Source: an optimization exercise on an open RTL-to-GDS flow (aim: small area). Production flows keep margins and buffers that such runs may drop. Function was checked by simulation only, so behaviour that the tests miss may differ from the original. Power and IR drop assume default switching activity.

==> flow/design.v (excerpt) <==
module pid_controller_param #(
  parameter int DW   = pid_pkg::DEF_DW,
  parameter int FRAC = pid_pkg::DEF_FRAC,
  parameter int ACCW = 2*DW+4
) (
  input  logic                 clk,
  input  logic                 rst,
  input  logic                 en,
  input  logic                 clear,
  input  logic signed [DW-1:0] setpoint,
  input  logic signed [DW-1:0] feedback,
  input  logic signed [DW-1:0] kp,
  input  logic signed [DW-1:0] ki,
  input  logic signed [DW-1:0] kd,
  input  logic [ACCW-2:0]      int_limit,
  input  logic [15:0]          clk_times,
  output logic signed [DW-1:0] control_signal,
  output logic                 valid,
  output logic                 busy,
  output logic                 overrun
);
  logic [2:0]       st_q;
  logic [15:0]      cnt_q;
  logic [15:0]      e_q;       
  logic [15:0]      pe_q;      
  logic             pe_v;      
  logic [35:0]      acc_q;     
  logic             acc_c;     
  logic             acc_v;     
  logic [32:0]      t_q;       
  logic [15:0]      ctrl_q;
  ...
Size in the first run: about 1,300 cells after synthesis, ~150 I/O pins, roughly 14,000 um^2 of cells after synthesis.
Settings: LEC_CHECK=0, ABC_AREA=1, CAP_MARGIN=20, CORE_MARGIN=2, CORE_UTILIZATION=65, CTS_BUF_LIST=sky130_fd_sc_hd__clkbuf_8, SLEW_MARGIN=20, SYNTH_HIERARCHICAL=1; clock period 13.5 ns.
standard.sh (not shown) runs the stock make flow with config.mk's settings and CLKGATE_MAP_FILE= SYNTH_SCRIPT=/design/flow/synth_recipe.tcl, a recipe that flattens the netlist after the stock synthesis.
==> flow/flow/run.sh <==
#!/bin/bash
# Standard synthesis; then the combinational logic re-mapped for area by ABC
# (registers, full/half adder cells and tie cells kept exactly as synthesized).
# Re-mapping is tried with two ABC scripts and 1 to 3 passes of each; each result gets a quick pre-layout
# timing estimate, and the smallest one whose estimate is within the margin is
# kept (the fastest if none is). Then the standard layout, with the smallest
# buffer on the ports. Each tool logs to a file of its own here.
set -euo pipefail
export BUFFER_PORTS_ARGS="-buffer_cell sky130_fd_sc_hd__buf_1"
export CTS_ARGS="-sink_clustering_enable -repair_clock_nets -buf_list sky130_fd_sc_hd__clkbuf_8 -sink_clustering_buffer sky130_fd_sc_hd__clkbuf_4"
bash standard.sh synth > log_synth.log 2>&1
R=orfs/results/$FLOW_PLATFORM/pid_controller_param/base
P=$FLOW_HOME/platforms/$FLOW_PLATFORM
LIB=$P/lib/sky130_fd_sc_hd__tt_025C_1v80.lib
cp $R/1_2_yosys.v std_netlist.v
KEEP=$(grep -oE "sky130_fd_sc_hd__(df|edf|sdf|dl|fa_|ha_|conb)[a-z0-9_]*" std_netlist.v | sort -u | tr '\n' ' ')
MARGIN=-0.5
: > remap_choice.txt
for v in a b; do
for k in 1 2 3; do
  n=$v$k
  src=flow/remap.abc; [[ $v == b ]] && src=flow/remap_b.abc
  : > remap_$n.abc
  for i in $(seq 1 $k); do cat $src >> remap_$n.abc; done
  sed -e "s|@LIB@|$LIB|g" -e "s|@KEEP@|$KEEP|" -e "s|@TOP@|$FLOW_TOP|g" \
      -e "s|flow/remap.abc|remap_$n.abc|" -e "s|remap_stat.txt|remap_stat_$n.txt|" \
      -e "s|remap_netlist.v|remap_netlist_$n.v|" -e "s|remap_pre.txt|remap_pre_$n.txt|" \
      flow/remap.ys.in > remap_$n.ys
  yosys -l log_remap_$n.log -s remap_$n.ys > /dev/null
  a=$(awk '/Chip area for module/ {print $NF}' remap_stat_$n.txt | tail -1)
  PSTA_TLEF=$P/lef/sky130_fd_sc_hd.tlef PSTA_LEF=$P/lef/sky130_fd_sc_hd_merged.lef PSTA_LIB=$LIB \
  PSTA_NETLIST=remap_netlist_$n.v PSTA_TOP=$FLOW_TOP PSTA_SDC=$FLOW_SDC \
    openroad -no_init -exit flow/psta.tcl > log_psta_$n.log 2>&1 || true
  s=$(awk '/^BENCHPSTA/ {print $2}' log_psta_$n.log | tail -1)
  [[ -n "$s" ]] || s=-1000
  echo "$n $a $s" >> remap_choice.txt
done
done
best=$(awk -v m=$MARGIN '
  { if ($3 >= m && (ba == "" || $2 < ba)) { ba = $2; bn = $1 }
    if (fs == "" || $3 > fs) { fs = $3; fn = $1 } }
  END { print (bn != "" ? bn : fn) }' remap_choice.txt)
echo "chosen $best" >> remap_choice.txt
cp remap_netlist_$best.v $R/1_2_yosys.v
rm -f $R/1_synth.odb $R/1_synth.sdc
bash standard.sh > log_flow.log 2>&1
Other scripts of this flow, unchanged in this note and not shown: flow/flow/psta.tcl, flow/flow/remap.abc, flow/flow/remap.ys.in, flow/flow/remap_b.abc
Change:
--- a/flow/flow/run.sh
+++ b/flow/flow/run.sh
@@ -9,3 +9,3 @@
 export BUFFER_PORTS_ARGS="-buffer_cell sky130_fd_sc_hd__buf_1"
-export CTS_ARGS="-sink_clustering_enable -repair_clock_nets -buf_list sky130_fd_sc_hd__clkbuf_8 -sink_clustering_buffer sky130_fd_sc_hd__clkbuf_4"
+export CTS_ARGS="-sink_clustering_enable -repair_clock_nets -buf_list sky130_fd_sc_hd__clkbuf_8 -sink_clustering_buffer sky130_fd_sc_hd__clkbuf_4 -sink_clustering_size 8 -sink_clustering_max_diameter 40"
 bash standard.sh synth > log_synth.log 2>&1
After rerunning: Die area stays the same. Final cell count is unchanged. Synthesized area stays the same. Clock skew stays the same. Global-route usage stays the same. Critical path depth stays the same. Utilization does not change. Worst setup slack does not change. Non-clock buffer count stays the same. Hold slack does not change. Total power does not change.

## afterwards: timing with drivers on the ports
How much do the figures lean on ideal ports? The routed layouts below were timed once more, with nothing changed but the port constraints. Step 1: set_driving_cell puts a clkbuf_16 on clk and a buf_2 on each other input, an assumption about the parent block. Step 2 times the ports against the registers' clock, not the clock port: input delays grow and output delays shrink by t, the midpoint of the rising clock arrivals with the driver on. a / b / c = ideal ports / drivers / drivers and shift; a / b = the first two.
| run | t, ns | slack for setup (ns) | hold WS [ns] | worst setup path after step 2 |
|---|---|---|---|---|
| the first run | 0.519 | 0.695 / 0.712 / 0.193 | 0.498 / 0.498 / 0.498 | input to register |
| the second run | 0.519 | 0.695 / 0.712 / 0.193 | 0.498 / 0.498 / 0.498 | input to register |
After both steps setup and hold are still met in every run listed.
